Background: an optimization exercise with open tools, aiming at small area. Do not read the settings as production practice. The RTL was checked by simulation tests, not by an equivalence proof against the original design.

==> flow/design.v <==
package layer_pkg;
   typedef logic signed [16-1:0] data_t;
   typedef logic [$clog2(8)-1:0] vec_addr_t;
   typedef logic [$clog2(16)-1:0] out_idx_t;
endpackage
package layer_coef_pkg;
   localparam int WEIGHT_ENTRIES = 4 * 8 * (16 / 4);
   localparam int BIAS_ENTRIES   = 4 * (16 / 4);
   localparam logic [WEIGHT_ENTRIES*16-1:0] weight_table = {
      {
         -16'sd38,  16'sd33,  16'sd109, 16'sd24,  -16'sd3,   -16'sd45,  -16'sd19,  16'sd48,
         16'sd103,  16'sd18,  16'sd82,  -16'sd28, 16'sd101,  -16'sd64,  -16'sd108, 16'sd3,
         -16'sd18,  16'sd107, 16'sd2,   -16'sd45, -16'sd85,  16'sd22,   16'sd86,   16'sd32,
         -16'sd1,   -16'sd105, 16'sd81, 16'sd42,  16'sd45,   16'sd39,   -16'sd54,  16'sd63
      },
      {
         16'sd29,   -16'sd75, -16'sd24, 16'sd89,  -16'sd12,  -16'sd72,  16'sd114,  -16'sd15,
         -16'sd11,  -16'sd4,  -16'sd36, 16'sd105, 16'sd53,   -16'sd50,  -16'sd37,  16'sd72,
         -16'sd110, -16'sd77, 16'sd9,   16'sd71,  16'sd1,    16'sd100,  16'sd15,   -16'sd72,
         16'sd90,   16'sd84,  16'sd7,   -16'sd36, 16'sd56,   -16'sd106, 16'sd20,   16'sd22
      },
      {
         -16'sd109, -16'sd24, 16'sd30,  16'sd68,  -16'sd123, -16'sd41,  16'sd119,  16'sd31,
         16'sd54,   16'sd121, 16'sd12,  16'sd60,  -16'sd48,  16'sd3,    -16'sd37,  16'sd78,
         16'sd93,   -16'sd101, 16'sd116, -16'sd83, 16'sd31,  -16'sd49,  16'sd124,  16'sd29,
         -16'sd78,  16'sd8,   16'sd67,  16'sd81,  16'sd87,   16'sd63,   -16'sd18,  -16'sd105
      },
      {
         -16'sd2,   -16'sd5,  16'sd22,  -16'sd23, 16'sd96,   -16'sd58,  16'sd36,   -16'sd70,
         16'sd126,  16'sd113, -16'sd73, 16'sd94,  -16'sd73,  16'sd92,   -16'sd104, -16'sd98,
         -16'sd64,  -16'sd77, -16'sd4,  -16'sd9,  -16'sd113, 16'sd20,   16'sd21,   -16'sd3,
         16'sd115,  16'sd106, 16'sd14,  -16'sd126, -16'sd1,  -16'sd93,  16'sd0,    16'sd126
      }
   };
   localparam logic [BIAS_ENTRIES*16-1:0] bias_table = {
      {-16'sd70, 16'sd120, 16'sd71,  -16'sd60},
      {-16'sd47, 16'sd115, -16'sd83, 16'sd67},
      {16'sd41,  16'sd38,  -16'sd81, -16'sd106},
      {16'sd103, 16'sd83,  16'sd0,   -16'sd10}
   };
endpackage
module layer_sequencer (
   input  logic                 clk,
   input  logic                 reset,
   input  logic                 s_valid,
   input  logic                 m_ready,
   output logic                 s_ready,
   output logic                 m_valid,
   output logic                 vec_wr_en,    
   output layer_pkg::vec_addr_t pos,          
   output logic                 run,          
   output logic                 en,           
   output layer_pkg::out_idx_t  out_idx,      
   output logic [5:0]           entry_next,   
   output logic                 x_bypass      
);
   layer_pkg::vec_addr_t load_cnt;    
   logic vec_pending;    
   logic done;           
   logic fire;
   logic can_start;
   logic start;
   logic last_start;     
   logic gap;            
   assign m_valid = done;
   assign fire    = done & m_ready;
   assign can_start  = (pos[1:0] == 2'd0) && (pos[2] != out_idx[0]) && !run && (!done || fire);
   assign start      = can_start && (out_idx != '0 || vec_pending || vec_wr_en);
   assign last_start = can_start && out_idx == 4'd15;
   assign en         = start | run;
   assign s_ready   = (pos == load_cnt) && (load_cnt != '0 || !vec_pending || last_start);
   assign vec_wr_en = s_ready & s_valid;
   assign gap       = (pos == load_cnt) && (load_cnt != '0) && !s_valid;
   assign x_bypass  = (pos == load_cnt) && out_idx == '0;
   layer_pkg::vec_addr_t pos_d;
   layer_pkg::out_idx_t  out_idx_d;
   logic                 finish;         
   assign finish     = run && pos[1:0] == 2'd3 && !(gap && out_idx == '0);
   assign pos_d      = reset ? '0 : pos + 1'b1;
   assign out_idx_d  = reset ? '0 : out_idx + finish;
   assign entry_next = {out_idx_d, pos_d[1:0]};
   always_ff @(posedge clk) begin
      pos     <= pos_d;
      out_idx <= out_idx_d;
   end
   always_ff @(posedge clk) begin
      if (reset) begin
         load_cnt    <= '0;
         vec_pending <= 1'b0;
         run         <= 1'b0;
         done        <= 1'b0;
      end else begin
         if (vec_wr_en)
            load_cnt <= load_cnt + 1'b1;
         if (vec_wr_en && load_cnt == 3'd7)
            vec_pending <= 1'b1;
         else if (start && out_idx == 4'd15)
            vec_pending <= 1'b0;
         if (start)
            run <= 1'b1;
         else if (run && (pos[1:0] == 2'd3 || (gap && out_idx == '0)))
            run <= 1'b0;
         if (finish)
            done <= 1'b1;
         else if (fire)
            done <= 1'b0;
      end
   end
endmodule
module mac_lane (
   input  logic                 clk,
   input  logic                 run,        
   input  logic                 en,         
   input  layer_pkg::out_idx_t  out_idx,
   input  layer_pkg::vec_addr_t pos,
   input  logic [5:0]           entry_next,    
   input  layer_pkg::data_t     x_a,
   input  layer_pkg::data_t     x_b,
   output layer_pkg::data_t     acc,
   output logic [16-1:0] acc_cy    
);
   localparam int ENTRIES = 16 * 4;
   logic [4*ENTRIES-1:0] a_one, a_two, a_neg, b_one, b_two, b_neg;
   logic [16*8-1:0] b_rom;
   logic [ENTRIES*8-1:0]        wa_rom, wb_rom;
   genvar i;
   generate
      for (i = 0; i < ENTRIES; i++) begin : g_w
         localparam int J  = i / 4;
         localparam int CA = (1 - J % 2) * 4 + i % 4;
         localparam int CB = (J % 2) * 4 + i % 4;
         localparam int EA = (J % 4) * 8 * (16 / 4)
                             + (J / 4) * 8 + CA;
         localparam int EB = (J % 4) * 8 * (16 / 4)
                             + (J / 4) * 8 + CB;
         localparam logic [8:0] WA = {layer_coef_pkg::weight_table[(layer_coef_pkg::WEIGHT_ENTRIES - 1 - EA) * 16 +: 8], 1'b0};
         localparam logic [8:0] WB = {layer_coef_pkg::weight_table[(layer_coef_pkg::WEIGHT_ENTRIES - 1 - EB) * 16 +: 8], 1'b0};
         assign wa_rom[i*8 +: 8] = WA[8:1];
         assign wb_rom[i*8 +: 8] = WB[8:1];
         for (genvar k = 0; k < 4; k++) begin : g_k
            assign a_one[k*ENTRIES + i] = WA[2*k+1] ^ WA[2*k];
            assign a_two[k*ENTRIES + i] = (WA[2*k+2] & ~WA[2*k+1] & ~WA[2*k]) | (~WA[2*k+2] & WA[2*k+1] & WA[2*k]);
            assign a_neg[k*ENTRIES + i] = WA[2*k+2] & ~(WA[2*k+1] & WA[2*k]);
            assign b_one[k*ENTRIES + i] = WB[2*k+1] ^ WB[2*k];
            assign b_two[k*ENTRIES + i] = (WB[2*k+2] & ~WB[2*k+1] & ~WB[2*k]) | (~WB[2*k+2] & WB[2*k+1] & WB[2*k]);
            assign b_neg[k*ENTRIES + i] = WB[2*k+2] & ~(WB[2*k+1] & WB[2*k]);
         end
      end
      for (i = 0; i < 16; i++) begin : g_b
         localparam int E = (i % 4) * (16 / 4) + i / 4;
         assign b_rom[i*8 +: 8] =
            layer_coef_pkg::bias_table[(layer_coef_pkg::BIAS_ENTRIES - 1 - E) * 16 +: 8];
      end
   endgenerate
   logic [5:0]  entry;
   logic [7:0]  bias;
   logic [15:0] addend;
   logic [3:0]  neg_a, one_a, two_a, neg_b, one_b, two_b;
   assign entry  = {out_idx, pos[1:0]};
   assign bias   = b_rom[out_idx*8 +: 8];
   assign addend = run ? acc : {{8{bias[7]}}, bias};
   logic [7:0] wa_q, wb_q;
   always_ff @(posedge clk) begin
      wa_q <= wa_rom[entry_next*8 +: 8];
      wb_q <= wb_rom[entry_next*8 +: 8];
   end
   logic [8:0] wxa, wxb;
   assign wxa = {wa_q, 1'b0};
   assign wxb = {wb_q, 1'b0};
   generate
      for (i = 0; i < 4; i++) begin : g_digit
         assign one_a[i] = wxa[2*i+1] ^ wxa[2*i];
         assign two_a[i] = (wxa[2*i+2] & ~wxa[2*i+1] & ~wxa[2*i]) | (~wxa[2*i+2] & wxa[2*i+1] & wxa[2*i]);
         assign neg_a[i] = wxa[2*i+2] & ~(wxa[2*i+1] & wxa[2*i]);
         assign one_b[i] = wxb[2*i+1] ^ wxb[2*i];
         assign two_b[i] = (wxb[2*i+2] & ~wxb[2*i+1] & ~wxb[2*i]) | (~wxb[2*i+2] & wxb[2*i+1] & wxb[2*i]);
         assign neg_b[i] = wxb[2*i+2] & ~(wxb[2*i+1] & wxb[2*i]);
      end
   endgenerate
   logic [15:0] pp_a0;
   assign pp_a0[0] = ((one_a[0] & x_a[0])) ^ neg_a[0];
   assign pp_a0[1] = ((one_a[0] & x_a[1]) | (two_a[0] & x_a[0])) ^ neg_a[0];
   assign pp_a0[2] = ((one_a[0] & x_a[2]) | (two_a[0] & x_a[1])) ^ neg_a[0];
   assign pp_a0[3] = ((one_a[0] & x_a[3]) | (two_a[0] & x_a[2])) ^ neg_a[0];
   assign pp_a0[4] = ((one_a[0] & x_a[4]) | (two_a[0] & x_a[3])) ^ neg_a[0];
   assign pp_a0[5] = ((one_a[0] & x_a[5]) | (two_a[0] & x_a[4])) ^ neg_a[0];
   assign pp_a0[6] = ((one_a[0] & x_a[6]) | (two_a[0] & x_a[5])) ^ neg_a[0];
   assign pp_a0[7] = ((one_a[0] & x_a[7]) | (two_a[0] & x_a[6])) ^ neg_a[0];
   assign pp_a0[8] = ((one_a[0] & x_a[8]) | (two_a[0] & x_a[7])) ^ neg_a[0];
   assign pp_a0[9] = ((one_a[0] & x_a[9]) | (two_a[0] & x_a[8])) ^ neg_a[0];
   assign pp_a0[10] = ((one_a[0] & x_a[10]) | (two_a[0] & x_a[9])) ^ neg_a[0];
   assign pp_a0[11] = ((one_a[0] & x_a[11]) | (two_a[0] & x_a[10])) ^ neg_a[0];
   assign pp_a0[12] = ((one_a[0] & x_a[12]) | (two_a[0] & x_a[11])) ^ neg_a[0];
   assign pp_a0[13] = ((one_a[0] & x_a[13]) | (two_a[0] & x_a[12])) ^ neg_a[0];
   assign pp_a0[14] = ((one_a[0] & x_a[14]) | (two_a[0] & x_a[13])) ^ neg_a[0];
   assign pp_a0[15] = ((one_a[0] & x_a[15]) | (two_a[0] & x_a[14])) ^ neg_a[0];
   logic [15:2] pp_a1;
   assign pp_a1[2] = ((one_a[1] & x_a[0])) ^ neg_a[1];
   assign pp_a1[3] = ((one_a[1] & x_a[1]) | (two_a[1] & x_a[0])) ^ neg_a[1];
   assign pp_a1[4] = ((one_a[1] & x_a[2]) | (two_a[1] & x_a[1])) ^ neg_a[1];
   assign pp_a1[5] = ((one_a[1] & x_a[3]) | (two_a[1] & x_a[2])) ^ neg_a[1];
   assign pp_a1[6] = ((one_a[1] & x_a[4]) | (two_a[1] & x_a[3])) ^ neg_a[1];
   assign pp_a1[7] = ((one_a[1] & x_a[5]) | (two_a[1] & x_a[4])) ^ neg_a[1];
   assign pp_a1[8] = ((one_a[1] & x_a[6]) | (two_a[1] & x_a[5])) ^ neg_a[1];
   assign pp_a1[9] = ((one_a[1] & x_a[7]) | (two_a[1] & x_a[6])) ^ neg_a[1];
   assign pp_a1[10] = ((one_a[1] & x_a[8]) | (two_a[1] & x_a[7])) ^ neg_a[1];
   assign pp_a1[11] = ((one_a[1] & x_a[9]) | (two_a[1] & x_a[8])) ^ neg_a[1];
   assign pp_a1[12] = ((one_a[1] & x_a[10]) | (two_a[1] & x_a[9])) ^ neg_a[1];
   assign pp_a1[13] = ((one_a[1] & x_a[11]) | (two_a[1] & x_a[10])) ^ neg_a[1];
   assign pp_a1[14] = ((one_a[1] & x_a[12]) | (two_a[1] & x_a[11])) ^ neg_a[1];
   assign pp_a1[15] = ((one_a[1] & x_a[13]) | (two_a[1] & x_a[12])) ^ neg_a[1];
   logic [15:4] pp_a2;
   assign pp_a2[4] = ((one_a[2] & x_a[0])) ^ neg_a[2];
   assign pp_a2[5] = ((one_a[2] & x_a[1]) | (two_a[2] & x_a[0])) ^ neg_a[2];
   assign pp_a2[6] = ((one_a[2] & x_a[2]) | (two_a[2] & x_a[1])) ^ neg_a[2];
   assign pp_a2[7] = ((one_a[2] & x_a[3]) | (two_a[2] & x_a[2])) ^ neg_a[2];
   assign pp_a2[8] = ((one_a[2] & x_a[4]) | (two_a[2] & x_a[3])) ^ neg_a[2];
   assign pp_a2[9] = ((one_a[2] & x_a[5]) | (two_a[2] & x_a[4])) ^ neg_a[2];
   assign pp_a2[10] = ((one_a[2] & x_a[6]) | (two_a[2] & x_a[5])) ^ neg_a[2];
   assign pp_a2[11] = ((one_a[2] & x_a[7]) | (two_a[2] & x_a[6])) ^ neg_a[2];
   assign pp_a2[12] = ((one_a[2] & x_a[8]) | (two_a[2] & x_a[7])) ^ neg_a[2];
   assign pp_a2[13] = ((one_a[2] & x_a[9]) | (two_a[2] & x_a[8])) ^ neg_a[2];
   assign pp_a2[14] = ((one_a[2] & x_a[10]) | (two_a[2] & x_a[9])) ^ neg_a[2];
   assign pp_a2[15] = ((one_a[2] & x_a[11]) | (two_a[2] & x_a[10])) ^ neg_a[2];
   logic [15:6] pp_a3;
   assign pp_a3[6] = ((one_a[3] & x_a[0])) ^ neg_a[3];
   assign pp_a3[7] = ((one_a[3] & x_a[1]) | (two_a[3] & x_a[0])) ^ neg_a[3];
   assign pp_a3[8] = ((one_a[3] & x_a[2]) | (two_a[3] & x_a[1])) ^ neg_a[3];
   assign pp_a3[9] = ((one_a[3] & x_a[3]) | (two_a[3] & x_a[2])) ^ neg_a[3];
   assign pp_a3[10] = ((one_a[3] & x_a[4]) | (two_a[3] & x_a[3])) ^ neg_a[3];
   assign pp_a3[11] = ((one_a[3] & x_a[5]) | (two_a[3] & x_a[4])) ^ neg_a[3];
   assign pp_a3[12] = ((one_a[3] & x_a[6]) | (two_a[3] & x_a[5])) ^ neg_a[3];
   assign pp_a3[13] = ((one_a[3] & x_a[7]) | (two_a[3] & x_a[6])) ^ neg_a[3];
   assign pp_a3[14] = ((one_a[3] & x_a[8]) | (two_a[3] & x_a[7])) ^ neg_a[3];
   assign pp_a3[15] = ((one_a[3] & x_a[9]) | (two_a[3] & x_a[8])) ^ neg_a[3];
   logic [15:0] pp_b0;
   assign pp_b0[0] = ((one_b[0] & x_b[0])) ^ neg_b[0];
   assign pp_b0[1] = ((one_b[0] & x_b[1]) | (two_b[0] & x_b[0])) ^ neg_b[0];
   assign pp_b0[2] = ((one_b[0] & x_b[2]) | (two_b[0] & x_b[1])) ^ neg_b[0];
   assign pp_b0[3] = ((one_b[0] & x_b[3]) | (two_b[0] & x_b[2])) ^ neg_b[0];
   assign pp_b0[4] = ((one_b[0] & x_b[4]) | (two_b[0] & x_b[3])) ^ neg_b[0];
   assign pp_b0[5] = ((one_b[0] & x_b[5]) | (two_b[0] & x_b[4])) ^ neg_b[0];
   assign pp_b0[6] = ((one_b[0] & x_b[6]) | (two_b[0] & x_b[5])) ^ neg_b[0];
   assign pp_b0[7] = ((one_b[0] & x_b[7]) | (two_b[0] & x_b[6])) ^ neg_b[0];
   assign pp_b0[8] = ((one_b[0] & x_b[8]) | (two_b[0] & x_b[7])) ^ neg_b[0];
   assign pp_b0[9] = ((one_b[0] & x_b[9]) | (two_b[0] & x_b[8])) ^ neg_b[0];
   assign pp_b0[10] = ((one_b[0] & x_b[10]) | (two_b[0] & x_b[9])) ^ neg_b[0];
   assign pp_b0[11] = ((one_b[0] & x_b[11]) | (two_b[0] & x_b[10])) ^ neg_b[0];
   assign pp_b0[12] = ((one_b[0] & x_b[12]) | (two_b[0] & x_b[11])) ^ neg_b[0];
   assign pp_b0[13] = ((one_b[0] & x_b[13]) | (two_b[0] & x_b[12])) ^ neg_b[0];
   assign pp_b0[14] = ((one_b[0] & x_b[14]) | (two_b[0] & x_b[13])) ^ neg_b[0];
   assign pp_b0[15] = ((one_b[0] & x_b[15]) | (two_b[0] & x_b[14])) ^ neg_b[0];
   logic [15:2] pp_b1;
   assign pp_b1[2] = ((one_b[1] & x_b[0])) ^ neg_b[1];
   assign pp_b1[3] = ((one_b[1] & x_b[1]) | (two_b[1] & x_b[0])) ^ neg_b[1];
   assign pp_b1[4] = ((one_b[1] & x_b[2]) | (two_b[1] & x_b[1])) ^ neg_b[1];
   assign pp_b1[5] = ((one_b[1] & x_b[3]) | (two_b[1] & x_b[2])) ^ neg_b[1];
   assign pp_b1[6] = ((one_b[1] & x_b[4]) | (two_b[1] & x_b[3])) ^ neg_b[1];
   assign pp_b1[7] = ((one_b[1] & x_b[5]) | (two_b[1] & x_b[4])) ^ neg_b[1];
   assign pp_b1[8] = ((one_b[1] & x_b[6]) | (two_b[1] & x_b[5])) ^ neg_b[1];
   assign pp_b1[9] = ((one_b[1] & x_b[7]) | (two_b[1] & x_b[6])) ^ neg_b[1];
   assign pp_b1[10] = ((one_b[1] & x_b[8]) | (two_b[1] & x_b[7])) ^ neg_b[1];
   assign pp_b1[11] = ((one_b[1] & x_b[9]) | (two_b[1] & x_b[8])) ^ neg_b[1];
   assign pp_b1[12] = ((one_b[1] & x_b[10]) | (two_b[1] & x_b[9])) ^ neg_b[1];
   assign pp_b1[13] = ((one_b[1] & x_b[11]) | (two_b[1] & x_b[10])) ^ neg_b[1];
   assign pp_b1[14] = ((one_b[1] & x_b[12]) | (two_b[1] & x_b[11])) ^ neg_b[1];
   assign pp_b1[15] = ((one_b[1] & x_b[13]) | (two_b[1] & x_b[12])) ^ neg_b[1];
   logic [15:4] pp_b2;
   assign pp_b2[4] = ((one_b[2] & x_b[0])) ^ neg_b[2];
   assign pp_b2[5] = ((one_b[2] & x_b[1]) | (two_b[2] & x_b[0])) ^ neg_b[2];
   assign pp_b2[6] = ((one_b[2] & x_b[2]) | (two_b[2] & x_b[1])) ^ neg_b[2];
   assign pp_b2[7] = ((one_b[2] & x_b[3]) | (two_b[2] & x_b[2])) ^ neg_b[2];
   assign pp_b2[8] = ((one_b[2] & x_b[4]) | (two_b[2] & x_b[3])) ^ neg_b[2];
   assign pp_b2[9] = ((one_b[2] & x_b[5]) | (two_b[2] & x_b[4])) ^ neg_b[2];
   assign pp_b2[10] = ((one_b[2] & x_b[6]) | (two_b[2] & x_b[5])) ^ neg_b[2];
   assign pp_b2[11] = ((one_b[2] & x_b[7]) | (two_b[2] & x_b[6])) ^ neg_b[2];
   assign pp_b2[12] = ((one_b[2] & x_b[8]) | (two_b[2] & x_b[7])) ^ neg_b[2];
   assign pp_b2[13] = ((one_b[2] & x_b[9]) | (two_b[2] & x_b[8])) ^ neg_b[2];
   assign pp_b2[14] = ((one_b[2] & x_b[10]) | (two_b[2] & x_b[9])) ^ neg_b[2];
   assign pp_b2[15] = ((one_b[2] & x_b[11]) | (two_b[2] & x_b[10])) ^ neg_b[2];
   logic [15:6] pp_b3;
   assign pp_b3[6] = ((one_b[3] & x_b[0])) ^ neg_b[3];
   assign pp_b3[7] = ((one_b[3] & x_b[1]) | (two_b[3] & x_b[0])) ^ neg_b[3];
   assign pp_b3[8] = ((one_b[3] & x_b[2]) | (two_b[3] & x_b[1])) ^ neg_b[3];
   assign pp_b3[9] = ((one_b[3] & x_b[3]) | (two_b[3] & x_b[2])) ^ neg_b[3];
   assign pp_b3[10] = ((one_b[3] & x_b[4]) | (two_b[3] & x_b[3])) ^ neg_b[3];
   assign pp_b3[11] = ((one_b[3] & x_b[5]) | (two_b[3] & x_b[4])) ^ neg_b[3];
   assign pp_b3[12] = ((one_b[3] & x_b[6]) | (two_b[3] & x_b[5])) ^ neg_b[3];
   assign pp_b3[13] = ((one_b[3] & x_b[7]) | (two_b[3] & x_b[6])) ^ neg_b[3];
   assign pp_b3[14] = ((one_b[3] & x_b[8]) | (two_b[3] & x_b[7])) ^ neg_b[3];
   assign pp_b3[15] = ((one_b[3] & x_b[9]) | (two_b[3] & x_b[8])) ^ neg_b[3];
   logic s1, c2, s3, c4, s5, c6, s7, c8, s9, c10, s11, c12, s13, c14, s15, c16;
   logic s17, c18, s19, s20, c21, s22, c23, s24, c25, s26, c27, s28, c29, s30, c31, s32;
   logic c33, s34, c35, s36, c37, s38, c39, s40, c41, s42, c43, s44, c45, s46, c47, s48;
   logic c49, s50, c51, s52, c53, s54, c55, s56, c57, s58, c59, s60, c61, s62, c63, s64;
   logic c65, s66, c67, s68, c69, s70, c71, s72, c73, s74, c75, s76, c77, s78, c79, s80;
   logic c81, s82, c83, s84, s85, s86, s87, c88, s89, c90, s91, c92, s93, c94, s95, c96;
   logic s97, c98, s99, c100, s101, c102, s103, c104, s105, c106, s107, c108, s109, c110, s111, c112;
   logic s113, c114, s115, c116, s117, c118, s119, c120, s121, c122, s123, c124, s125, c126, s127, c128;
   logic s129, c130, s131, c132, s133, c134, s135, c136, s137, c138, s139, s140, s141, c142, s143, c144;
   logic s145, c146, s147, c148, s149, c150, s151, c152, s153, c154, s155, c156, s157, c158, s159, c160;
   logic s161, c162, s163, c164, s165, c166, s167, c168, s169, c170, s171, s172, c173, s174, c175, s176;
   logic c177, s178, c179, s180, c181, s182, c183, s184, c185, s186, c187, s188, c189, s190, c191, s192;
   logic c193, s194, c195, s196, c197, s198, c199, s200, c201, s202;
   assign s1 = neg_a[3] ^ neg_b[3] ^ addend[6];
   assign c2 = (neg_a[3] & neg_b[3]) | (neg_a[3] & addend[6]) | (neg_b[3] & addend[6]);
   assign s3 = addend[7] ^ pp_b0[7];
   assign c4 = addend[7] & pp_b0[7];
   assign s5 = addend[8] ^ pp_b0[8];
   assign c6 = addend[8] & pp_b0[8];
   assign s7 = addend[9] ^ pp_b0[9];
   assign c8 = addend[9] & pp_b0[9];
   assign s9 = addend[10] ^ pp_b0[10];
   assign c10 = addend[10] & pp_b0[10];
   assign s11 = addend[11] ^ pp_b0[11];
   assign c12 = addend[11] & pp_b0[11];
   assign s13 = addend[12] ^ pp_b0[12];
   assign c14 = addend[12] & pp_b0[12];
   assign s15 = addend[13] ^ pp_b0[13];
   assign c16 = addend[13] & pp_b0[13];
   assign s17 = addend[14] ^ pp_b0[14];
   assign c18 = addend[14] & pp_b0[14];
   assign s19 = addend[15] ^ pp_b0[15];
   assign s20 = neg_a[1] ^ neg_b[1];
   assign c21 = neg_a[1] & neg_b[1];
   assign s22 = neg_a[2] ^ neg_b[2] ^ addend[4];
   assign c23 = (neg_a[2] & neg_b[2]) | (neg_a[2] & addend[4]) | (neg_b[2] & addend[4]);
   assign s24 = pp_b0[4] ^ pp_b1[4];
   assign c25 = pp_b0[4] & pp_b1[4];
   assign s26 = addend[5] ^ pp_b0[5] ^ pp_b1[5];
   assign c27 = (addend[5] & pp_b0[5]) | (addend[5] & pp_b1[5]) | (pp_b0[5] & pp_b1[5]);
   assign s28 = pp_b2[5] ^ pp_a0[5];
   assign c29 = pp_b2[5] & pp_a0[5];
   assign s30 = pp_b0[6] ^ pp_b1[6] ^ pp_b2[6];
   assign c31 = (pp_b0[6] & pp_b1[6]) | (pp_b0[6] & pp_b2[6]) | (pp_b1[6] & pp_b2[6]);
   assign s32 = pp_b3[6] ^ s1 ^ pp_a0[6];
   assign c33 = (pp_b3[6] & s1) | (pp_b3[6] & pp_a0[6]) | (s1 & pp_a0[6]);
   assign s34 = pp_a1[6] ^ pp_a2[6];
   assign c35 = pp_a1[6] & pp_a2[6];
   assign s36 = pp_b1[7] ^ pp_b2[7] ^ pp_b3[7];
   assign c37 = (pp_b1[7] & pp_b2[7]) | (pp_b1[7] & pp_b3[7]) | (pp_b2[7] & pp_b3[7]);
   assign s38 = c2 ^ s3 ^ pp_a0[7];
   assign c39 = (c2 & s3) | (c2 & pp_a0[7]) | (s3 & pp_a0[7]);
   assign s40 = pp_a1[7] ^ pp_a2[7] ^ pp_a3[7];
   assign c41 = (pp_a1[7] & pp_a2[7]) | (pp_a1[7] & pp_a3[7]) | (pp_a2[7] & pp_a3[7]);
   assign s42 = pp_b1[8] ^ pp_b2[8] ^ pp_b3[8];
   assign c43 = (pp_b1[8] & pp_b2[8]) | (pp_b1[8] & pp_b3[8]) | (pp_b2[8] & pp_b3[8]);
   assign s44 = c4 ^ s5 ^ pp_a0[8];
   assign c45 = (c4 & s5) | (c4 & pp_a0[8]) | (s5 & pp_a0[8]);
   assign s46 = pp_a1[8] ^ pp_a2[8] ^ pp_a3[8];
   assign c47 = (pp_a1[8] & pp_a2[8]) | (pp_a1[8] & pp_a3[8]) | (pp_a2[8] & pp_a3[8]);
   assign s48 = pp_b1[9] ^ pp_b2[9] ^ pp_b3[9];
   assign c49 = (pp_b1[9] & pp_b2[9]) | (pp_b1[9] & pp_b3[9]) | (pp_b2[9] & pp_b3[9]);
   assign s50 = c6 ^ s7 ^ pp_a0[9];
   assign c51 = (c6 & s7) | (c6 & pp_a0[9]) | (s7 & pp_a0[9]);
   assign s52 = pp_a1[9] ^ pp_a2[9] ^ pp_a3[9];
   assign c53 = (pp_a1[9] & pp_a2[9]) | (pp_a1[9] & pp_a3[9]) | (pp_a2[9] & pp_a3[9]);
   assign s54 = pp_b1[10] ^ pp_b2[10] ^ pp_b3[10];
   assign c55 = (pp_b1[10] & pp_b2[10]) | (pp_b1[10] & pp_b3[10]) | (pp_b2[10] & pp_b3[10]);
   assign s56 = c8 ^ s9 ^ pp_a0[10];
   assign c57 = (c8 & s9) | (c8 & pp_a0[10]) | (s9 & pp_a0[10]);
   assign s58 = pp_a1[10] ^ pp_a2[10] ^ pp_a3[10];
   assign c59 = (pp_a1[10] & pp_a2[10]) | (pp_a1[10] & pp_a3[10]) | (pp_a2[10] & pp_a3[10]);
   assign s60 = pp_b1[11] ^ pp_b2[11] ^ pp_b3[11];
   assign c61 = (pp_b1[11] & pp_b2[11]) | (pp_b1[11] & pp_b3[11]) | (pp_b2[11] & pp_b3[11]);
   assign s62 = c10 ^ s11 ^ pp_a0[11];
   assign c63 = (c10 & s11) | (c10 & pp_a0[11]) | (s11 & pp_a0[11]);
   assign s64 = pp_a1[11] ^ pp_a2[11] ^ pp_a3[11];
   assign c65 = (pp_a1[11] & pp_a2[11]) | (pp_a1[11] & pp_a3[11]) | (pp_a2[11] & pp_a3[11]);
   assign s66 = pp_b1[12] ^ pp_b2[12] ^ pp_b3[12];
   assign c67 = (pp_b1[12] & pp_b2[12]) | (pp_b1[12] & pp_b3[12]) | (pp_b2[12] & pp_b3[12]);
   assign s68 = c12 ^ s13 ^ pp_a0[12];
   assign c69 = (c12 & s13) | (c12 & pp_a0[12]) | (s13 & pp_a0[12]);
   assign s70 = pp_a1[12] ^ pp_a2[12] ^ pp_a3[12];
   assign c71 = (pp_a1[12] & pp_a2[12]) | (pp_a1[12] & pp_a3[12]) | (pp_a2[12] & pp_a3[12]);
   assign s72 = pp_b1[13] ^ pp_b2[13] ^ pp_b3[13];
   assign c73 = (pp_b1[13] & pp_b2[13]) | (pp_b1[13] & pp_b3[13]) | (pp_b2[13] & pp_b3[13]);
   assign s74 = c14 ^ s15 ^ pp_a0[13];
   assign c75 = (c14 & s15) | (c14 & pp_a0[13]) | (s15 & pp_a0[13]);
   assign s76 = pp_a1[13] ^ pp_a2[13] ^ pp_a3[13];
   assign c77 = (pp_a1[13] & pp_a2[13]) | (pp_a1[13] & pp_a3[13]) | (pp_a2[13] & pp_a3[13]);
   assign s78 = pp_b1[14] ^ pp_b2[14] ^ pp_b3[14];
   assign c79 = (pp_b1[14] & pp_b2[14]) | (pp_b1[14] & pp_b3[14]) | (pp_b2[14] & pp_b3[14]);
   assign s80 = c16 ^ s17 ^ pp_a0[14];
   assign c81 = (c16 & s17) | (c16 & pp_a0[14]) | (s17 & pp_a0[14]);
   assign s82 = pp_a1[14] ^ pp_a2[14] ^ pp_a3[14];
   assign c83 = (pp_a1[14] & pp_a2[14]) | (pp_a1[14] & pp_a3[14]) | (pp_a2[14] & pp_a3[14]);
   assign s84 = pp_b1[15] ^ pp_b2[15] ^ pp_b3[15];
   assign s85 = c18 ^ s19 ^ pp_a0[15];
   assign s86 = pp_a1[15] ^ pp_a2[15] ^ pp_a3[15];
   assign s87 = neg_a[0] ^ neg_b[0];
   assign c88 = neg_a[0] & neg_b[0];
   assign s89 = addend[2] ^ s20 ^ pp_b0[2];
   assign c90 = (addend[2] & s20) | (addend[2] & pp_b0[2]) | (s20 & pp_b0[2]);
   assign s91 = addend[3] ^ c21 ^ pp_b0[3];
   assign c92 = (addend[3] & c21) | (addend[3] & pp_b0[3]) | (c21 & pp_b0[3]);
   assign s93 = pp_b1[3] ^ pp_a0[3];
   assign c94 = pp_b1[3] & pp_a0[3];
   assign s95 = pp_b2[4] ^ s22 ^ s24;
   assign c96 = (pp_b2[4] & s22) | (pp_b2[4] & s24) | (s22 & s24);
   assign s97 = pp_a0[4] ^ pp_a1[4] ^ pp_a2[4];
   assign c98 = (pp_a0[4] & pp_a1[4]) | (pp_a0[4] & pp_a2[4]) | (pp_a1[4] & pp_a2[4]);
   assign s99 = c23 ^ c25 ^ s26;
   assign c100 = (c23 & c25) | (c23 & s26) | (c25 & s26);
   assign s101 = pp_a1[5] ^ pp_a2[5] ^ s28;
   assign c102 = (pp_a1[5] & pp_a2[5]) | (pp_a1[5] & s28) | (pp_a2[5] & s28);
   assign s103 = c27 ^ s30 ^ pp_a3[6];
   assign c104 = (c27 & s30) | (c27 & pp_a3[6]) | (s30 & pp_a3[6]);
   assign s105 = c29 ^ s34 ^ s32;
   assign c106 = (c29 & s34) | (c29 & s32) | (s34 & s32);
   assign s107 = c31 ^ s36 ^ c35;
   assign c108 = (c31 & s36) | (c31 & c35) | (s36 & c35);
   assign s109 = c33 ^ s38 ^ s40;
   assign c110 = (c33 & s38) | (c33 & s40) | (s38 & s40);
   assign s111 = c37 ^ s42 ^ c39;
   assign c112 = (c37 & s42) | (c37 & c39) | (s42 & c39);
   assign s113 = c41 ^ s44 ^ s46;
   assign c114 = (c41 & s44) | (c41 & s46) | (s44 & s46);
   assign s115 = c43 ^ s48 ^ c45;
   assign c116 = (c43 & s48) | (c43 & c45) | (s48 & c45);
   assign s117 = c47 ^ s50 ^ s52;
   assign c118 = (c47 & s50) | (c47 & s52) | (s50 & s52);
   assign s119 = c49 ^ s54 ^ c51;
   assign c120 = (c49 & s54) | (c49 & c51) | (s54 & c51);
   assign s121 = c53 ^ s56 ^ s58;
   assign c122 = (c53 & s56) | (c53 & s58) | (s56 & s58);
   assign s123 = c55 ^ s60 ^ c57;
   assign c124 = (c55 & s60) | (c55 & c57) | (s60 & c57);
   assign s125 = c59 ^ s62 ^ s64;
   assign c126 = (c59 & s62) | (c59 & s64) | (s62 & s64);
   assign s127 = c61 ^ s66 ^ c63;
   assign c128 = (c61 & s66) | (c61 & c63) | (s66 & c63);
   assign s129 = c65 ^ s68 ^ s70;
   assign c130 = (c65 & s68) | (c65 & s70) | (s68 & s70);
   assign s131 = c67 ^ s72 ^ c69;
   assign c132 = (c67 & s72) | (c67 & c69) | (s72 & c69);
   assign s133 = c71 ^ s74 ^ s76;
   assign c134 = (c71 & s74) | (c71 & s76) | (s74 & s76);
   assign s135 = c73 ^ s78 ^ c75;
   assign c136 = (c73 & s78) | (c73 & c75) | (s78 & c75);
   assign s137 = c77 ^ s80 ^ s82;
   assign c138 = (c77 & s80) | (c77 & s82) | (s80 & s82);
   assign s139 = c79 ^ s84 ^ c81;
   assign s140 = c83 ^ s85 ^ s86;
   assign s141 = addend[0] ^ s87;
   assign c142 = addend[0] & s87;
   assign s143 = addend[1] ^ c88 ^ pp_b0[1];
   assign c144 = (addend[1] & c88) | (addend[1] & pp_b0[1]) | (c88 & pp_b0[1]);
   assign s145 = pp_b1[2] ^ s89 ^ pp_a0[2];
   assign c146 = (pp_b1[2] & s89) | (pp_b1[2] & pp_a0[2]) | (s89 & pp_a0[2]);
   assign s147 = c90 ^ s91 ^ pp_a1[3];
   assign c148 = (c90 & s91) | (c90 & pp_a1[3]) | (s91 & pp_a1[3]);
   assign s149 = c92 ^ s95 ^ c94;
   assign c150 = (c92 & s95) | (c92 & c94) | (s95 & c94);
   assign s151 = c96 ^ s99 ^ c98;
   assign c152 = (c96 & s99) | (c96 & c98) | (s99 & c98);
   assign s153 = c100 ^ s103 ^ c102;
   assign c154 = (c100 & s103) | (c100 & c102) | (s103 & c102);
   assign s155 = c104 ^ s107 ^ c106;
   assign c156 = (c104 & s107) | (c104 & c106) | (s107 & c106);
   assign s157 = c108 ^ s111 ^ c110;
   assign c158 = (c108 & s111) | (c108 & c110) | (s111 & c110);
   assign s159 = c112 ^ s115 ^ c114;
   assign c160 = (c112 & s115) | (c112 & c114) | (s115 & c114);
   assign s161 = c116 ^ s119 ^ c118;
   assign c162 = (c116 & s119) | (c116 & c118) | (s119 & c118);
   assign s163 = c120 ^ s123 ^ c122;
   assign c164 = (c120 & s123) | (c120 & c122) | (s123 & c122);
   assign s165 = c124 ^ s127 ^ c126;
   assign c166 = (c124 & s127) | (c124 & c126) | (s127 & c126);
   assign s167 = c128 ^ s131 ^ c130;
   assign c168 = (c128 & s131) | (c128 & c130) | (s131 & c130);
   assign s169 = c132 ^ s135 ^ c134;
   assign c170 = (c132 & s135) | (c132 & c134) | (s135 & c134);
   assign s171 = c136 ^ s139 ^ c138;
   assign s172 = pp_b0[0] ^ s141;
   assign c173 = pp_b0[0] & s141;
   assign s174 = c142 ^ s143 ^ pp_a0[1];
   assign c175 = (c142 & s143) | (c142 & pp_a0[1]) | (s143 & pp_a0[1]);
   assign s176 = c144 ^ pp_a1[2] ^ s145;
   assign c177 = (c144 & pp_a1[2]) | (c144 & s145) | (pp_a1[2] & s145);
   assign s178 = s93 ^ c146 ^ s147;
   assign c179 = (s93 & c146) | (s93 & s147) | (c146 & s147);
   assign s180 = c148 ^ s97 ^ s149;
   assign c181 = (c148 & s97) | (c148 & s149) | (s97 & s149);
   assign s182 = c150 ^ s101 ^ s151;
   assign c183 = (c150 & s101) | (c150 & s151) | (s101 & s151);
   assign s184 = c152 ^ s105 ^ s153;
   assign c185 = (c152 & s105) | (c152 & s153) | (s105 & s153);
   assign s186 = s109 ^ c154 ^ s155;
   assign c187 = (s109 & c154) | (s109 & s155) | (c154 & s155);
   assign s188 = s113 ^ c156 ^ s157;
   assign c189 = (s113 & c156) | (s113 & s157) | (c156 & s157);
   assign s190 = s117 ^ c158 ^ s159;
   assign c191 = (s117 & c158) | (s117 & s159) | (c158 & s159);
   assign s192 = s121 ^ c160 ^ s161;
   assign c193 = (s121 & c160) | (s121 & s161) | (c160 & s161);
   assign s194 = s125 ^ c162 ^ s163;
   assign c195 = (s125 & c162) | (s125 & s163) | (c162 & s163);
   assign s196 = s129 ^ c164 ^ s165;
   assign c197 = (s129 & c164) | (s129 & s165) | (c164 & s165);
   assign s198 = s133 ^ c166 ^ s167;
   assign c199 = (s133 & c166) | (s133 & s167) | (c166 & s167);
   assign s200 = s137 ^ c168 ^ s169;
   assign c201 = (s137 & c168) | (s137 & s169) | (c168 & s169);
   assign s202 = s140 ^ c170 ^ s171;
   logic [15:0] op_a, op_b;
   assign op_a = {s202, s200, s198, s196, s194, s192, s190, s188, s186, s184, s182, s180, s178, s176, s174, pp_a0[0]};
   assign op_b = {c201, c199, c197, c195, c193, c191, c189, c187, c185, c183, c181, c179, c177, c175, c173, s172};
   logic [15:0] cy;
   logic [15:0] sum;
   logic [15:0] cy_out;
   assign cy[0] = 1'b0;
   assign sum[0] = op_a[0] ^ op_b[0] ^ cy[0];
   assign cy[1] = (op_a[0] & op_b[0]) | (op_a[0] & cy[0]) | (op_b[0] & cy[0]);
   assign sum[1] = op_a[1] ^ op_b[1] ^ cy[1];
   assign cy[2] = (op_a[1] & op_b[1]) | (op_a[1] & cy[1]) | (op_b[1] & cy[1]);
   assign sum[2] = op_a[2] ^ op_b[2] ^ cy[2];
   assign cy[3] = (op_a[2] & op_b[2]) | (op_a[2] & cy[2]) | (op_b[2] & cy[2]);
   assign sum[3] = op_a[3] ^ op_b[3] ^ cy[3];
   assign cy[4] = (op_a[3] & op_b[3]) | (op_a[3] & cy[3]) | (op_b[3] & cy[3]);
   assign sum[4] = op_a[4] ^ op_b[4] ^ cy[4];
   assign cy_out[5] = (op_a[4] & op_b[4]) | (op_a[4] & cy[4]) | (op_b[4] & cy[4]);
   assign cy[5] = run & acc_cy[5];
   assign sum[5] = op_a[5] ^ op_b[5] ^ cy[5];
   assign cy[6] = (op_a[5] & op_b[5]) | (op_a[5] & cy[5]) | (op_b[5] & cy[5]);
   assign sum[6] = op_a[6] ^ op_b[6] ^ cy[6];
   assign cy[7] = (op_a[6] & op_b[6]) | (op_a[6] & cy[6]) | (op_b[6] & cy[6]);
   assign sum[7] = op_a[7] ^ op_b[7] ^ cy[7];
   assign cy[8] = (op_a[7] & op_b[7]) | (op_a[7] & cy[7]) | (op_b[7] & cy[7]);
   assign sum[8] = op_a[8] ^ op_b[8] ^ cy[8];
   assign cy_out[9] = (op_a[8] & op_b[8]) | (op_a[8] & cy[8]) | (op_b[8] & cy[8]);
   assign cy[9] = run & acc_cy[9];
   assign sum[9] = op_a[9] ^ op_b[9] ^ cy[9];
   assign cy[10] = (op_a[9] & op_b[9]) | (op_a[9] & cy[9]) | (op_b[9] & cy[9]);
   assign sum[10] = op_a[10] ^ op_b[10] ^ cy[10];
   assign cy[11] = (op_a[10] & op_b[10]) | (op_a[10] & cy[10]) | (op_b[10] & cy[10]);
   assign sum[11] = op_a[11] ^ op_b[11] ^ cy[11];
   assign cy[12] = (op_a[11] & op_b[11]) | (op_a[11] & cy[11]) | (op_b[11] & cy[11]);
   assign sum[12] = op_a[12] ^ op_b[12] ^ cy[12];
   assign cy_out[13] = (op_a[12] & op_b[12]) | (op_a[12] & cy[12]) | (op_b[12] & cy[12]);
   assign cy[13] = run & acc_cy[13];
   assign sum[13] = op_a[13] ^ op_b[13] ^ cy[13];
   assign cy[14] = (op_a[13] & op_b[13]) | (op_a[13] & cy[13]) | (op_b[13] & cy[13]);
   assign sum[14] = op_a[14] ^ op_b[14] ^ cy[14];
   assign cy[15] = (op_a[14] & op_b[14]) | (op_a[14] & cy[14]) | (op_b[14] & cy[14]);
   assign sum[15] = op_a[15] ^ op_b[15] ^ cy[15];
   assign cy_out[0] = 1'b0;
   assign cy_out[1] = 1'b0;
   assign cy_out[2] = 1'b0;
   assign cy_out[3] = 1'b0;
   assign cy_out[4] = 1'b0;
   assign cy_out[6] = 1'b0;
   assign cy_out[7] = 1'b0;
   assign cy_out[8] = 1'b0;
   assign cy_out[10] = 1'b0;
   assign cy_out[11] = 1'b0;
   assign cy_out[12] = 1'b0;
   assign cy_out[14] = 1'b0;
   assign cy_out[15] = 1'b0;
   logic [15:0] cy_q;    
   always_ff @(posedge clk)
      if (en) begin
         acc  <= sum;
         cy_q <= cy_out & 16'h2220;
      end
   assign acc_cy = cy_q & 16'h2220;
endmodule
module mac_array (
   input  logic                 clk,
   input  logic                 vec_wr_en,
   input  logic                 x_bypass,
   input  layer_pkg::data_t     data_in,
   input  layer_pkg::vec_addr_t pos,
   input  logic                 run,
   input  logic                 en,
   input  layer_pkg::out_idx_t  out_idx,
   input  logic [5:0]           entry_next,
   output layer_pkg::data_t     acc,
   output logic [16-1:0] acc_cy
);
   layer_pkg::data_t ring [0:8-1];
   always_ff @(posedge clk) begin
      for (int k = 0; k < 8 - 1; k++)
         ring[k] <= ring[k+1];
      ring[8-1] <= vec_wr_en ? data_in : ring[0];
   end
   mac_lane u_lane (
      .clk     (clk),
      .run     (run),
      .en      (en),
      .out_idx (out_idx),
      .pos     (pos),
      .entry_next (entry_next),
      .x_a     (x_bypass ? data_in : ring[0]),    
      .x_b     (ring[8/2]),           
      .acc     (acc),
      .acc_cy  (acc_cy)
   );
endmodule
module result_buffer (
   input  layer_pkg::data_t acc,
   input  logic [16-1:0] acc_cy,
   output layer_pkg::data_t data_out
);
   layer_pkg::data_t result;
   assign result   = acc + acc_cy;
   assign data_out = result[16-1] ? '0 : result;
endmodule
module layer_top (
   input  logic             clk,
   input  logic             reset,
   input  logic             s_valid,
   input  logic             m_ready,
   input  layer_pkg::data_t data_in,
   output logic             s_ready,
   output logic             m_valid,
   output layer_pkg::data_t data_out
);
   logic                 vec_wr_en;
   logic                 x_bypass;
   layer_pkg::vec_addr_t pos;
   logic                 run, en;
   layer_pkg::out_idx_t  out_idx;
   logic [5:0]           entry_next;
   layer_pkg::data_t     acc;
   logic [16-1:0] acc_cy;
   layer_sequencer u_sequencer (
      .clk       (clk),
      .reset     (reset),
      .s_valid   (s_valid),
      .m_ready   (m_ready),
      .s_ready   (s_ready),
      .m_valid   (m_valid),
      .vec_wr_en (vec_wr_en),
      .pos       (pos),
      .run       (run),
      .en        (en),
      .out_idx   (out_idx),
      .entry_next(entry_next),
      .x_bypass  (x_bypass)
   );
   mac_array u_mac_array (
      .clk       (clk),
      .vec_wr_en (vec_wr_en),
      .x_bypass  (x_bypass),
      .data_in   (data_in),
      .pos       (pos),
      .run       (run),
      .en        (en),
      .out_idx   (out_idx),
      .entry_next(entry_next),
      .acc       (acc),
      .acc_cy    (acc_cy)
   );
   result_buffer u_result_buffer (
      .acc      (acc),
      .acc_cy   (acc_cy),
      .data_out (data_out)
   );
endmodule
==> flow/flow/run.sh <==
#!/bin/bash
# The standard synthesis, then its combinational logic mapped again by
# ABC with an area-oriented script (flow/abc_resyn.script): the standard
# synthesis's registers and adder cells stay exactly as they are, with their
# names. Then the standard layout of that netlist, with extra ORFS make
# variables from flow/make_vars (one per line).
# Logs: flow_synth.log and flow_make.log (make's output), flow_resyn.log
# (Yosys); each ORFS step also keeps its own log under orfs/logs.
set -euo pipefail
args=()
while IFS= read -r line; do
   [[ -z "$line" || "$line" == \#* ]] && continue
   args+=("$line")
done < flow/make_vars

bash standard.sh "${args[@]}" synth > flow_synth.log 2>&1

RES=orfs/results/$FLOW_PLATFORM/layer_top/base
LIB=$FLOW_HOME/platforms/$FLOW_PLATFORM/lib/sky130_fd_sc_hd__tt_025C_1v80.lib
YOSYS=$FLOW_HOME/../tools/install/yosys/bin/yosys
DONT_USE=$(grep -o 'sky130_fd_sc_hd__[a-z0-9_]*' $FLOW_HOME/platforms/$FLOW_PLATFORM/config.mk | sort -u | sed 's/^/-dont_use /' | tr '\n' ' ')
cp $RES/1_2_yosys.v 1_2_yosys_standard.v
cat > resyn.ys <<EOT
read_liberty -ignore_miss_func $LIB
read_verilog 1_2_yosys_standard.v
hierarchy -top $FLOW_TOP
blackbox sky130_fd_sc_hd__dfxtp_1 sky130_fd_sc_hd__edfxtp_1 sky130_fd_sc_hd__fa_1 sky130_fd_sc_hd__ha_1 sky130_fd_sc_hd__conb_1
tee -o resyn_stat_before.txt stat -liberty $LIB
flatten
opt -purge
abc -script $PWD/flow/abc_resyn.script -liberty $LIB $DONT_USE -constr $PWD/orfs/objects/$FLOW_PLATFORM/layer_top/base/abc.constr
splitnets
opt_clean -purge
hilomap -singleton -hicell sky130_fd_sc_hd__conb_1 HI -locell sky130_fd_sc_hd__conb_1 LO
insbuf -buf sky130_fd_sc_hd__buf_4 A X
tee -o resyn_stat_after.txt stat -liberty $LIB
write_verilog -noattr -nohex -nodec 1_2_yosys_resyn.v
EOT
$YOSYS -s resyn.ys > flow_resyn.log 2>&1
# The new netlist must be fully mapped and hold the same registers
cat > resyn_check.ys <<EOT
read_liberty -lib $LIB
read_verilog 1_2_yosys_resyn.v
hierarchy -check -top $FLOW_TOP
check -assert -mapped
EOT
$YOSYS -s resyn_check.ys > flow_resyn_check.log 2>&1
regs() { grep -oE 'sky130_fd_sc_hd__e?dfxtp_[0-9]+ +\\?[^ ]+' "$1" | sort; }
if ! diff <(regs 1_2_yosys_standard.v) <(regs 1_2_yosys_resyn.v) > flow_resyn_regs.diff; then
   echo "registers differ from the standard synthesis" >&2
   exit 1
fi
cp 1_2_yosys_resyn.v $RES/1_2_yosys.v
rm -f $RES/1_synth.odb
bash standard.sh "${args[@]}" finish > flow_make.log 2>&1
==> flow/flow/abc_resyn.script <==
strash
dch -f
amap
topo
stime -c
==> flow/flow/make_vars <==
BUFFER_PORTS_ARGS=-buffer_cell sky130_fd_sc_hd__buf_1
CTS_BUF_LIST=sky130_fd_sc_hd__clkbuf_8
GPL_KEEP_OVERFLOW=0
==> flow/standard.sh <==
#!/bin/bash
# synth_recipe.tcl (not shown) runs the flow's synth.tcl, then flattens the netlist and writes it again
# the make line also repeats each setting of config.mk as NAME=value (left out here)
make -C /OpenROAD-flow-scripts/flow DESIGN_CONFIG=/design/flow/config.mk WORK_HOME=/design/flow/orfs CLKGATE_MAP_FILE= SYNTH_SCRIPT=/design/flow/synth_recipe.tcl "${@:-finish}"
==> flow/config.mk <==
export PLATFORM = sky130hd
export DESIGN_NAME = layer_top
export DESIGN_NICKNAME = layer_top
export VERILOG_FILES = /design/flow/design.v
export SDC_FILE = /design/flow/constraint.sdc
export NUM_CORES = 4
export LEC_CHECK = 0
export CAP_MARGIN = 20
export CORE_MARGIN = 2
export CORE_UTILIZATION = 40
export SLEW_MARGIN = 20
==> flow/constraint.sdc <==
create_clock -name core_clock -period 7.0 [get_ports {clk}]
set_input_delay 1.4000 -clock core_clock [delete_from_list [all_inputs] [get_ports {clk}]]
set_output_delay 1.4000 -clock core_clock [all_outputs]
set_load 0.01 [all_outputs]
==> results of run 1 <==
routing by layer:
metal	part of all wire	wire, um	vias up	GRT usage
li1	-	-	4555	-
met1	0.48	15800	4574	0.360
met2	0.41	13700	471	0.337
met3	0.090	2980	43	0.0450
met4	0.015	494	0	0.0494
met5	0	0	-	0
registers in the layout, summed over array words and instances, names as in the netlist, 3 cells and up:
signal and count:
u_sequencer.out_idx 4, u_mac_array.u_lane.acc 16, u_mac_array.u_lane.wb_q 8, u_mac_array.u_lane.cy_q 3
u_mac_array.u_lane.wa_q 8, u_mac_array.ring 128, u_sequencer.load_cnt 3, u_sequencer.pos 3
through the flow:
step | cell area, um2 | setup WS (ps)
2_1_floorplan | 10900 | 234
3_3_place_gp | 11500 | -1270
3_5_place_dp | 11500 | -971
4_1_cts | 12100 | 45.6
5_1_grt | 12300 | 0.910
6_report | 12300 | 446
timing repair:
| item | 4_1_cts | 5_1_grt |
|---|---|---|
| pin swaps | 1 | 1 |
| setup endpoints to repair | 22 | 18 |
| resized for setup | 13 | 42 |
| setup buffers | 4 | 5 |
| hold endpoints to repair | 0 | 0 |
final cells by class:
cell class	count	area (um2)	share of cell area
Sequential cell	176	3730	0.303
Tap cell	341	427	0.0347
Clock inverter	15	213	0.0173
Clock buffer	17	234	0.0190
Multi-Input combinational cell	867	6670	0.542
Inverter	200	790	0.0642
Timing Repair Buffer	49	241	0.0196
worst max-delay path: stages, from the launching register on:
cell	delay, ps
dfxtp_1	750
clkinvlp_4	510
nand2_1	550
o22ai_1	210
fa_1	410
fa_1	490
clkinv_1	80
fa_1	510
clkinv_1	80
fa_1	490
clkinv_1	80
fa_1	440
fa_1	410
a21oi_2	150
nor2_1	60
a21oi_1	160
nor2_1	60
a21oi_1	170
nor2_1	70
a21oi_1	170
nor2_1	60
a21oi_1	150
xor2_1	180
o21ai_0	90
worst max-delay path by stage:
stage	startpoint	to	slack [ps]	depth (start not counted)
floorplan	u_sequencer.out_idx[0]	u_mac_array.u_lane.acc[15]	230	30
global placement	u_sequencer.pos[0]	u_mac_array.u_lane.wb_q[0]	-1270	18
detailed placement	u_sequencer.out_idx[0]	u_mac_array.u_lane.acc[15]	-970	29
finish	u_mac_array.u_lane.wa_q[1]	u_mac_array.u_lane.acc[15]	450	23
CTS	u_sequencer.pos[0]	u_mac_array.u_lane.acc[15]	50	30
global route	u_sequencer.out_idx[1]	u_mac_array.u_lane.acc[15]	0.9	28
==> flow_summary.toml, run 1 <==
[run_status]
status = "finished clean"

[clock_tree]
cts.sinks = 176
cts_buffers = 17
cts_htree_levels = 4
root_buffer = "clkbuf_8"
cts-hold-fix-buffers = 0
cts.path.max_buffers = 2
cts_tree = "yes"
cts.clk_slew.worst_paths_ps = 110
insertion_delay_ps = 480

[worst_hold_path]
hold_depth = 0
min_from = "u_mac_array.ring[2][11]"
hold_class = "reg -> reg"
min_to = "u_mac_array.ring[1][11]"

[sta]
finalHoldViolCount = 0
relSlewSlack = 0.216
skew_ps = 28.9
max_slew.worst_pin.slew_ps = 1170
fin_setup_tns_ps = 0
report.final.slew_viol_count = 0
period_needed_ps = 6550
rsz0062_at_grt = "no"
setup_viol = 0
timing.final.crit_share = 0.936
hold-worst-slack_ps = 326
fmax_ghz = 0.153

[drt]
drc = 0
via_per_inst = 5.79
postRouteAntennaNets = 0
drtPass1Iterations = 6
finalWirelength_mm = 33.0
wire_per_inst_um = 19.8
drt-initial-drc-count = 1082
vias = 9643

[critical_path]
startpoint_type = "flip-flop"
worstPathMaxFanout = 14
regToRegSetupSlack_ps = 450
critPathRequiredTime_ps = 7240
r2r_start = "u_mac_array.u_lane.wa_q[1]"
worstSetupPathType = "reg -> reg"
r2r-end = "u_mac_array.u_lane.acc[15]"
worstPathArrival_ps = 6790
r2r_cells = 23
end_kind = "flip-flop"

[global_route]
overflow = 0
grt_first_pass_wirelength_mm = 51.8
first_global_vias = 8953
grt_max_degree = 32
antenna_found_initial = 0
gr-usage-all-layers = 0.233

[layout]
drive_gt1_frac = 0.0695
nFillCells = 2634
final_cell_mix = "190 x clkinv_1, 149 x dfxtp_1, 138 x nor2_1, 117 x o21ai_0, 107 x nand2_1"
utilization = 0.458
syn_to_final_growth_pct = 12.5
finalNetCount = 1476
layout_commonest_cell = "clkinv_1"
final_cells = 1665
antenna_cells = 0

[floorplan]
fp.dieH_um = 169
initial_core_util = 0.407
rows = 60
core_um2 = 26900
die_w_um = 169
ios = 38
dieArea_um2 = 28700

[placement]
place_inst = 1624
dp_hpwl_mm = 25.3
routabilityCongestion = 0.948
io_buffers = 36

[flow_run]
maxCapViolations = 0

[synth]
synth_nets = 1409
avgSynthCellArea_um2 = 8.79
synth_area_um2 = 10900
synthCells = 1244
ys.warnings.count = 5
==> run 2: changes to the inputs <==
--- a/flow/flow/make_vars
+++ b/flow/flow/make_vars
@@ -3 +3,2 @@
 GPL_KEEP_OVERFLOW=0
+PLACE_DENSITY=0.8
==> run 2 against run 1 <==
Critical path type unchanged. Sequential share of layout area rose by 0.16 points. Largest cell class unchanged. Synthesized area did not move. Final area fell by 0.73%. First-iteration DRC count rose by 15%. Maximum frequency fell by 2.5%.
==> flow_summary.toml, run 2 <==
[sta]
report.final.slew_viol_count = 0
fmax_ghz = 0.149
skew_ps = 17.6
max_slew.worst_pin.slew_ps = 1170
period_needed_ps = 6720
timing.final.ws_setup_ps = 281
finalHoldViolCount = 0
timing.final.crit_share = 0.960
relSlewSlack = 0.222
setup_viol = 0
fin_setup_tns_ps = 0

[global_route]
grt_first_pass_wirelength_mm = 50.6
overflow = 0
antenna_found_initial = 0
grt_max_degree = 32
first_global_vias = 9184
gr-usage-all-layers = 0.225

[floorplan]
rows = 60
core_um2 = 26900
initial_core_util = 0.407
ios = 38
dieArea_um2 = 28700
die_w_um = 169
fp.dieH_um = 169

[drt]
finalWirelength_mm = 32.2
postRouteAntennaNets = 0
wire_per_inst_um = 19.3
vias = 9828
drc = 0
via_per_inst = 5.90
drt-initial-drc-count = 1244
drtPass1Iterations = 6

[clock_tree]
cts.sinks = 176
cts-hold-fix-buffers = 0
cts_htree_levels = 4
root_buffer = "clkbuf_8"
cts_tree = "yes"
cts.clk_slew.worst_paths_ps = 100
cts.path.max_buffers = 2
insertion_delay_ps = 460
cts_buffers = 17

[synth]
ys.warnings.count = 5
synth_nets = 1409
synth_area_um2 = 10900
synthCells = 1244
avgSynthCellArea_um2 = 8.79

[critical_path]
critPathRequiredTime_ps = 7220
slowest_delay_ps = 510
worstSetupPathType = "reg -> reg"
r2r_cells = 28
r2r_start = "u_sequencer.out_idx[1]"
worstPathMaxFanout = 8
cp_common_cell = "fa_1"
startpoint_type = "flip-flop"
r2r-end = "u_mac_array.u_lane.acc[15]"
worstPathArrival_ps = 6940
slowest_stage = "fa_1"
regToRegSetupSlack_ps = 280
end_kind = "flip-flop"

[worst_hold_path]
hold_class = "reg -> reg"
hold_depth = 0
min_to = "u_mac_array.ring[5][9]"
min_from = "u_mac_array.ring[6][9]"

[layout]
layout_commonest_cell = "clkinv_1"
largest_register_ffs = 128
final_area_um2 = 12200
seq_area_um2 = 3720
final_cells = 1665
syn_to_final_growth_pct = 11.7
finalNetCount = 1476
final_cell_mix = "191 x clkinv_1, 151 x dfxtp_1, 137 x nor2_1, 117 x o21ai_0, 107 x nand2_1"
nFillCells = 2567
drive_gt1_frac = 0.0665
reg.largest.list = "u_mac_array.ring: 128 flops, u_mac_array.u_lane.acc: 16 flops"
top_register = "u_mac_array.ring"
antenna_cells = 0
multiInputGateArea_um2 = 6670

[placement]
place_inst = 1622
routabilityCongestion = 0.990
dp_hpwl_mm = 24.2
placed_cell_area_um2 = 11500
dp_slack_ps = -977
io_buffers = 36

[run_status]
status = "finished clean"

[flow_run]
maxCapViolations = 0
==> run 2: timing repair <==
item / in CTS / in global routing
setup buffers: 3 / 7
endpoints found under the setup margin: 22 / 17
resized for setup: 15 / 37
pin swaps: 1 / 1
==> run 2: routing by layer <==
layer | global-route usage | wire length, um | up-vias | part of all wire
li1 | - | - | 4561 | -
met1 | 0.331 | 14000 | 4586 | 0.44
met2 | 0.332 | 13600 | 607 | 0.42
met3 | 0.0497 | 3760 | 74 | 0.12
met4 | 0.0628 | 768 | 0 | 0.024
met5 | 0 | 0 | - | 0
==> run 2: worst max-delay path by stage <==
stage                                start                          to  slack [ps]  cells past startpoint
global route            u_sequencer.pos[0]  u_mac_array.u_lane.acc[15]         -30                     29
global placement        u_sequencer.pos[0]  u_mac_array.u_lane.wb_q[4]       -1190                     14
floorplan           u_sequencer.out_idx[0]  u_mac_array.u_lane.acc[15]         230                     30
CTS                 u_sequencer.out_idx[0]  u_mac_array.u_lane.acc[15]           4                     27
detailed placement      u_sequencer.pos[0]  u_mac_array.u_lane.acc[15]        -980                     29
finish              u_sequencer.out_idx[1]  u_mac_array.u_lane.acc[15]         280                     28
==> run 2: worst max-delay path, delay by kind of cell, from the launching register on <==
kind / cells / cell delay [ps]
AND/OR/NAND/NOR: 5 / 500
flip-flops: 1 / 420
buffers and inverters: 6 / 680
AO/OA/AOI/OAI: 8 / 1210
XOR/XNOR: 1 / 190
adder cells (fa/ha/maj): 8 / 3450
==> run 2: through the flow <==
step                hold WS, ps   util
floorplan                   310      -
global placement            310  0.427
detailed placement          312  0.429
CTS                         329  0.446
global route                332  0.454
finish                      324  0.454
==> run 2: layout make-up <==
| class | instances | share of cell area |
|---|---|---|
| Inverter | 200 | 0.0641 |
| Tap cell | 341 | 0.0349 |
| Timing Repair Buffer | 49 | 0.0207 |
| Sequential cell | 176 | 0.305 |
| Multi-Input combinational cell | 867 | 0.546 |
| Clock inverter | 15 | 0.0105 |
| Clock buffer | 17 | 0.0192 |
==> run 3: changes to the inputs <==
==> flow/flow/abc_resyn.script (replaced) <==
&get -n
&st
&syn2
&dch -f
&nf -a -R 1000
&put
topo
stime -c
dnsize -c
--- a/flow/flow/make_vars
+++ b/flow/flow/make_vars
@@ -3,2 +3 @@
 GPL_KEEP_OVERFLOW=0
-PLACE_DENSITY=0.8
==> run 3 against run 2 <==
Wire length down 6.2%. Final area grew 1.7%. Sequential share of layout area down 0.48 points. Global-route usage is 1.2 points lower. Synthesized cell count fell by 5.9%. Register-to-register slack improved by 160 ps. Sequential cell count stayed put. Non-clock buffer count down 11. Via count fell by 9.5%. Critical path type unchanged.
==> flow_summary.toml, run 3 <==
[drt]
wire_per_inst_um = 18.6
drt-initial-drc-count = 1029
finalWirelength_mm = 30.2
vias = 8899
drtPass1Iterations = 6
postRouteAntennaNets = 0
via_per_inst = 5.50
drc = 0

[clock_tree]
root_buffer = "clkbuf_8"
cts.clk_slew.worst_paths_ps = 110
cts_buffers = 17
insertion_delay_ps = 470
cts_setup_buffers = 0
cts-hold-fix-buffers = 0
cts.sinks = 176
cts_htree_levels = 4
cts_tree = "yes"
cts.path.max_buffers = 2

[sta]
report.final.slew_viol_count = 0
setup_viol = 0
period_needed_ps = 6560
rsz0062_at_grt = "no"
max_slew.worst_pin.slew_ps = 1000
skew_ps = 23.2
fmax_ghz = 0.152
relSlewSlack = 0.328
finalHoldViolCount = 0
timing.final.crit_share = 0.937

[global_route]
gr-usage-all-layers = 0.213
grt_first_pass_wirelength_mm = 48.4
first_global_vias = 8557
grt_max_degree = 45
antenna_found_initial = 0
overflow = 0

[critical_path]
worstSetupPathType = "reg -> reg"
worstPathArrival_ps = 6790
worstPathMaxFanout = 35
critPathRequiredTime_ps = 7230
end_kind = "flip-flop"
startpoint_type = "flip-flop"

[synth]
ys.warnings.count = 5
avgSynthCellArea_um2 = 9.62
synthCells = 1171
synth_area_um2 = 11300
synth_nets = 1336

[layout]
largest_register_ffs = 128
drive_gt1_frac = 0.0452
syn_to_final_growth_pct = 10.2
utilization = 0.447
antenna_cells = 0
top_register = "u_mac_array.ring"
final_cell_mix = "152 x dfxtp_1, 130 x clkinv_1, 95 x fa_1, 82 x xnor2_1, 80 x a21oi_1"
finalNetCount = 1392
layout_commonest_cell = "dfxtp_1"
reg.largest.list = "u_mac_array.ring: 128 flops, u_mac_array.u_lane.acc: 16 flops"

[placement]
dp_hpwl_mm = 22.0
io_buffers = 36
routabilityCongestion = 0.951

[run_status]
status = "finished clean"

[floorplan]
rows = 61
initial_core_util = 0.406
dieArea_um2 = 29500
die_w_um = 172
ios = 38
fp.dieH_um = 172
core_um2 = 27800

[worst_hold_path]
hold_class = "reg -> reg"

[flow_run]
maxCapViolations = 0
## run 3: metal layers
layer  vias to the layer above  part of all wire  GRT usage
li1                       4173                 -          -
met4                         0             0.019     0.0607
met2                       436              0.42      0.307
met5                         -                 0          0
met3                        47             0.085     0.0437
met1                      4243              0.48      0.320
## run 3: through the flow
| step | area [um2] | hold WS, ps | instances | setup TNS [ps] | setup WS, ps |
|---|---|---|---|---|---|
| 2_1_floorplan | 11300 | 310 | 1171 | 0 | 351 |
| 3_3_place_gp | 11900 | 310 | 1584 | -7980 | -1250 |
| 3_5_place_dp | 11900 | 312 | 1586 | -79.3 | -79.3 |
| 4_1_cts | 12400 | 321 | 1618 | 0 | 32.5 |
| 5_1_grt | 12400 | 321 | 1618 | 0 | 38.2 |
| 6_report | 12400 | 321 | 1618 | 0 | 441 |
## run 3: final cells by class
cell class,count,area [um2]
Multi-Input combinational cell,863,7130
Inverter,131,492
Timing Repair Buffer,38,170
Clock inverter,14,175
Fill cell,2749,15400
Tap cell,378,473
Sequential cell,176,3720
Clock buffer,18,248
## run 3: critical path, cell delays in order, from the launching register on
cell	delay (ps)
dfxtp_4	620
ha_1	200
nand2b_1	440
clkinv_1	560
xnor2_1	310
fa_1	500
fa_1	550
clkinv_1	80
fa_1	510
clkinv_1	70
fa_1	480
clkinv_1	80
fa_1	440
fa_1	400
xnor2_1	200
xnor2_1	160
xnor2_1	150
xnor2_1	150
xnor2_1	160
xnor2_1	160
xnor2_1	80
## run 3: final timing paths
| check | from | endpoint | slack, ps | cells after the start |
|---|---|---|---|---|
| setup reg to reg | u_mac_array.u_lane.wb_q[1] | u_mac_array.u_lane.acc[15] | 440 | 20 |
| setup / recovery | u_mac_array.u_lane.wb_q[1] | u_mac_array.u_lane.acc[15] | 440 | 20 |
| hold / removal | u_mac_array.ring[1][4] | u_mac_array.ring[0][4] | 320 | 0 |
| hold reg to reg | u_mac_array.ring[1][4] | u_mac_array.ring[0][4] | 320 | 0 |
## run 3: repair_timing
action | in CTS | in global routing
pin swaps | 0 | 0
resized for setup | 3 | 13
endpoints found under the setup margin | 1 | 2

==> re-timing with driven ports <==
Ports are ideal in the flow. The routed layouts listed here were re-timed in OpenROAD.
Step 1 (the two cells are an assumption about what drives the block):
set clk [get_ports {clk}]
set_driving_cell -lib_cell sky130_fd_sc_hd__clkbuf_16 $clk
set_driving_cell -lib_cell sky130_fd_sc_hd__buf_2 [delete_from_list [all_inputs] $clk]
Step 2 moves the port delays by t, midway between the first and last clock arrival at a register: inputs arrive t later, outputs are due t later. That takes back most of the time a late clock gives input paths.
Slacks: ideal / step 1 / step 2; pairs: ideal / step 1.
| run | t (ns) | setup slack, ns | hold slack, ns | worst setup path at the end | worst data-port slew with drivers (ns) |
|---|---|---|---|---|---|
| run 1 | 0.512 | 0.446 / 0.446 / 0.310 | 0.326 / 0.326 / 0.326 | input to register | 0.03 |
| run 2 | 0.494 | 0.281 / 0.281 / 0.281 | 0.324 / 0.324 / 0.324 | register to register | 0.04 |
| run 3 | 0.504 | 0.441 / 0.441 / 0.441 | 0.321 / 0.321 / 0.321 | register to register | 0.03 |
After both steps setup and hold are still met in every run listed. The setup slack of run 1, which loses most, moves by 0.000 ns with the drivers and by -0.136 ns with both steps.
